Background: an optimization exercise with open tools, aiming at small area. Do not read the settings as production practice. At most, simulation tests tie the RTL to the original design; equivalence was not proved. Power figures rest on the tool's default switching activity, not on a simulated workload. The clock port is modelled as an ideal driver; clocking choices that lean on that would not hold on a real chip.

Setup of old:
Design pulse_sampler, start of the top module:
module pulse_sampler
#(
    parameter int N_CH   = daq_pkg::DEFAULT_N_CH,            
    parameter int WINDOW = daq_pkg::DEFAULT_WINDOW           
) (
    input  logic                         clk,
    input  logic                         rst,
    input  logic [N_CH-1:0]              ch_n,           
    input  logic                         trig_thresh,    
    input  logic                         event_saved,    
    output logic [N_CH*WINDOW-1:0]       evento          
);
==> flow/config.mk <==
export PLATFORM = sky130hd
export DESIGN_NAME = pulse_sampler
export DESIGN_NICKNAME = pulse_sampler
export VERILOG_FILES = /design/flow/design.v
export SDC_FILE = /design/flow/constraint.sdc
export NUM_CORES = 4
export LEC_CHECK = 0
export ABC_AREA = 1
export CAP_MARGIN = 20
export CORE_AREA = 8 8 442 442
export DIE_AREA = 0 0 450 450
export PLACE_DENSITY = 0.8
export SLEW_MARGIN = 20
export SYNTH_HIERARCHICAL = 1
export SYNTH_MINIMUM_KEEP_SIZE = 0
==> flow/constraint.sdc <==
create_clock -name core_clock -period 5.0 [get_ports {clk}]
set_input_delay 1.0000 -clock core_clock [delete_from_list [all_inputs] [get_ports {clk}]]
set_output_delay 1.0000 -clock core_clock [all_outputs]
set_load 0.01 [all_outputs]
standard.sh (not shown) runs the stock make flow with config.mk's settings and CLKGATE_MAP_FILE= SYNTH_SCRIPT=/design/flow/synth_recipe.tcl, a recipe that flattens the netlist after the stock synthesis.
==> flow/flow/run.sh <==
#!/bin/bash
# Standard ORFS layout with these changes:
#  - synthesis maps logic with an area-only ABC script (abc_area.script here,
#    in a copy of the ORFS scripts folder made in the work folder);
#  - the smallest buffer on the ports;
#  - logic back at its smallest drive after synthesis, and the ports in a
#    fixed order (post_floorplan.tcl);
#  - a lighter clock tree (cts_args.txt).
set -euo pipefail
here=$(cd "$(dirname "$0")" && pwd)
work=$(pwd)
rm -rf "$work/orfs_scripts"
cp -r "$FLOW_HOME/scripts" "$work/orfs_scripts"
cp "$here/abc_area.script" "$work/orfs_scripts/abc_area.script"
export SCRIPTS_DIR="$work/orfs_scripts"
export BUFFER_PORTS_ARGS="-buffer_cell sky130_fd_sc_hd__buf_1"
export POST_FLOORPLAN_TCL="$here/post_floorplan.tcl"
export CTS_ARGS="-sink_clustering_enable -repair_clock_nets -dont_use_dummy_load $(cat "$here/cts_args.txt")"
bash standard.sh finish > flow_make.log 2>&1
==> flow/flow/cts_args.txt <==
-sink_clustering_size 35 -sink_clustering_max_diameter 80
Other scripts of this flow, unchanged in this note and not shown: flow/flow/abc_area.script, flow/flow/downsize.tcl, flow/flow/pins.tcl, flow/flow/post_floorplan.tcl
old: no failed stages, no open violations at the end
> inputs changed (old -> new)
==> flow/flow/cts_args.txt <==
-sink_clustering_size 30 -sink_clustering_max_diameter 100
diff --git a/flow/config.mk b/flow/config.mk
--- a/flow/config.mk
+++ b/flow/config.mk
@@ -8,7 +8,7 @@
 export ABC_AREA = 1
-export CAP_MARGIN = 20
+export CAP_MARGIN = 0
 export CORE_AREA = 8 8 442 442
 export DIE_AREA = 0 0 450 450
-export PLACE_DENSITY = 0.8
-export SLEW_MARGIN = 20
+export PLACE_DENSITY = 0.6
+export SLEW_MARGIN = 0
 export SYNTH_HIERARCHICAL = 1
Findings:
- Sequential fraction of design power: higher on old
- Cell count delta (new -> old): insignificant
- For cell area, new and old come out practically identical.
- new: done, clean on timing, DRC and antenna
No run of this note included a check of the RTL's function; only the layout flow was run.

* * *

pulse_sampler, a different RTL version from the one above (not shown whole).
Size: ~34000 sq um of cells after synthesis.
==> flow/config.mk <==
export PLATFORM = sky130hd
export DESIGN_NAME = pulse_sampler
export DESIGN_NICKNAME = pulse_sampler
export VERILOG_FILES = /design/flow/design.v
export SDC_FILE = /design/flow/constraint.sdc
export NUM_CORES = 4
export LEC_CHECK = 0
export ABC_AREA = 1
export CAP_MARGIN = 5
export CORE_AREA = 8 8 492 112
export DIE_AREA = 0 0 500 120
export PLACE_DENSITY = 0.75
export SLEW_MARGIN = 0
export SYNTH_HIERARCHICAL = 1
export SYNTH_MINIMUM_KEEP_SIZE = 0
==> flow/constraint.sdc <==
create_clock -name core_clock -period 5.0 [get_ports {clk}]
set_input_delay 1.0000 -clock core_clock [delete_from_list [all_inputs] [get_ports {clk}]]
set_output_delay 1.0000 -clock core_clock [all_outputs]
set_load 0.01 [all_outputs]
==> flow/flow/abc_area.script <==
strash
dch
amap
topo
==> flow/flow/cts_args.txt <==
-sink_clustering_size 30 -sink_clustering_max_diameter 100
==> flow/flow/downsize.tcl <==
# Put logic cells back to their smallest drive after synthesis; the resizer
# upsizes again wherever slew, capacitance or timing needs it.
set db [ord::get_db]
set block [[$db getChip] getBlock]
set swapped 0
foreach inst [$block getInsts] {
  set m [[$inst getMaster] getName]
  if {[regexp {^(sky130_fd_sc_hd__(nor2|nand2|inv|a21oi|o21ai|nand3|nor3|nand4|nor4|a31oi|o31ai|a211oi|o211ai))_([0-9]+)$} $m -> base t n] && $n > 1} {
    set new [$db findMaster ${base}_1]
    if {$new ne "NULL"} {
      $inst swapMaster $new
      incr swapped
    }
  }
}
puts "downsize: swapped $swapped cells to drive 1"
==> flow/flow/pins.tcl <==
# Ports along the bottom edge (left to right) and then the top edge (right
# to left), in a fixed order: the four control inputs, the channel inputs,
# then the event bits by window stage (stage 63 first), all 16 channels of
# a stage side by side. Each stage's show line then stays local, and each
# channel's window chain runs once along the die and back.
set block [ord::get_db_block]
set die [$block getDieArea]
set W [ord::dbu_to_microns [$die xMax]]
set H [ord::dbu_to_microns [$die yMax]]

set pins [list clk rst trig_thresh event_saved]
for {set c 0} {$c < 16} {incr c} { lappend pins "ch_n\[$c\]" }
for {set k 63} {$k >= 0} {incr k -1} {
  for {set c 0} {$c < 16} {incr c} { lappend pins "evento\[[expr {$c * 64 + $k}]\]" }
}

set n [llength $pins]
set margin 6.0
set per_edge [expr {int(ceil($n / 2.0))}]
set step [expr {($W - 2 * $margin) / $per_edge}]
# met2 tracks sit at 0.23 + 0.46 i; keep pins on every other track or wider
set tracks [expr {max(2, int(floor($step / 0.46)))}]

set i 0
foreach p $pins {
  set edge [expr {$i / $per_edge}]
  set j [expr {$i % $per_edge}]
  set t [expr {int(ceil(($margin - 0.23) / 0.46)) + $j * $tracks}]
  set x [expr {0.23 + 0.46 * $t}]
  if {$edge == 0} {
    set y 0
  } else {
    set x [expr {$W - $x}]
    set y $H
  }
  place_pin -pin_name $p -layer met2 -location [list $x $y] -force_to_die_boundary
  incr i
}
puts "pins: placed $n ports, $tracks tracks apart"
==> flow/flow/post_floorplan.tcl <==
set here [file dirname [info script]]
source [file join $here downsize.tcl]
source [file join $here pins.tcl]
Scripts as last shown in full above: flow/flow/run.sh
Next try:
==> flow/flow/pins.tcl (replaced) <==
# Ports around the die in a fixed order: the four control inputs, the
# channel inputs, then the event bits by window stage (stage 63 first), all
# 16 channels of a stage side by side. Each stage's show line then stays
# local, and each channel's window chain runs once around the die.
set block [ord::get_db_block]
set die [$block getDieArea]
set W [ord::dbu_to_microns [$die xMax]]
set H [ord::dbu_to_microns [$die yMax]]

set pins [list clk rst trig_thresh event_saved]
for {set c 0} {$c < 16} {incr c} { lappend pins "ch_n\[$c\]" }
for {set k 63} {$k >= 0} {incr k -1} {
  for {set c 0} {$c < 16} {incr c} { lappend pins "evento\[[expr {$c * 64 + $k}]\]" }
}

set n [llength $pins]
set margin 6.0
set per_edge [expr {int(ceil($n / 4.0))}]

proc snap {v off pitch} { return [expr {$off + $pitch * round(($v - $off) / $pitch)}] }

set i 0
foreach p $pins {
  set edge [expr {$i / $per_edge}]
  set j [expr {$i % $per_edge}]
  if {$edge == 0 || $edge == 2} { set len $W } else { set len $H }
  set step [expr {($len - 2 * $margin) / $per_edge}]
  set d [expr {$margin + ($j + 0.5) * $step}]
  switch $edge {
    0 { set x [snap $d 0.23 0.46];              set y 0;  set l met2 }
    1 { set x $W; set y [snap $d 0.34 0.68];              set l met3 }
    2 { set x [snap [expr {$W - $d}] 0.23 0.46]; set y $H; set l met2 }
    3 { set x 0;  set y [snap [expr {$H - $d}] 0.34 0.68]; set l met3 }
  }
  place_pin -pin_name $p -layer $l -location [list $x $y] -force_to_die_boundary
  incr i
}
puts "pins: placed $n ports"
Settings changed: CAP_MARGIN 5 to 0, CORE_AREA 8 8 492 112 to 8 8 442 442, DIE_AREA 0 0 500 120 to 0 0 450 450, PLACE_DENSITY 0.75 to 0.6.
The changed run ran to the end with no violations.
Cell area rises by 7.3%.
Wire length goes up by 18%.
Hold slack is about the same.
Die area rises to 3.4 times its value.
Power rises by 1.4%.

re-timing with driven ports:
No port has a modelled driver above. Below, the same layouts with a new extraction and two added sets of constraints.
Step 1 (the two cells are an assumption about what drives the block):
set clk [get_ports {clk}]
set_driving_cell -lib_cell sky130_fd_sc_hd__clkbuf_16 $clk
set_driving_cell -lib_cell sky130_fd_sc_hd__buf_2 [delete_from_list [all_inputs] $clk]
Step 2 moves the port delays by t, midway between the first and last clock arrival at a register: inputs arrive t later, outputs are due t later. That takes back most of the time a late clock gives input paths.
Slacks: ideal ports / drivers / drivers and shift; pairs: ideal ports / drivers.
| run | t (ns) | slack for setup (ns) | worst hold slack (ns) | latest minus earliest clock arrival (ns) | worst register clock-pin slew, ns |
|---|---|---|---|---|---|
| old | 0.718 | 0.398 / 0.320 / 1.038 | 0.313 / 0.313 / 0.313 | 0.082 / 0.082 | 0.12 / 0.12 |
| new | 0.720 | 0.260 / 0.182 / 0.903 | 0.310 / 0.310 / 0.310 | 0.059 / 0.059 | 0.11 / 0.11 |
| the first run of note 2 | 0.647 | 0.335 / 0.276 / 0.922 | 0.310 / 0.310 / 0.310 | 0.051 / 0.051 | 0.11 / 0.11 |
| the second run of note 2 | 0.724 | 0.228 / 0.143 / 0.867 | 0.313 / 0.313 / 0.313 | 0.061 / 0.060 | 0.11 / 0.11 |
After both steps every run listed still meets setup and hold.
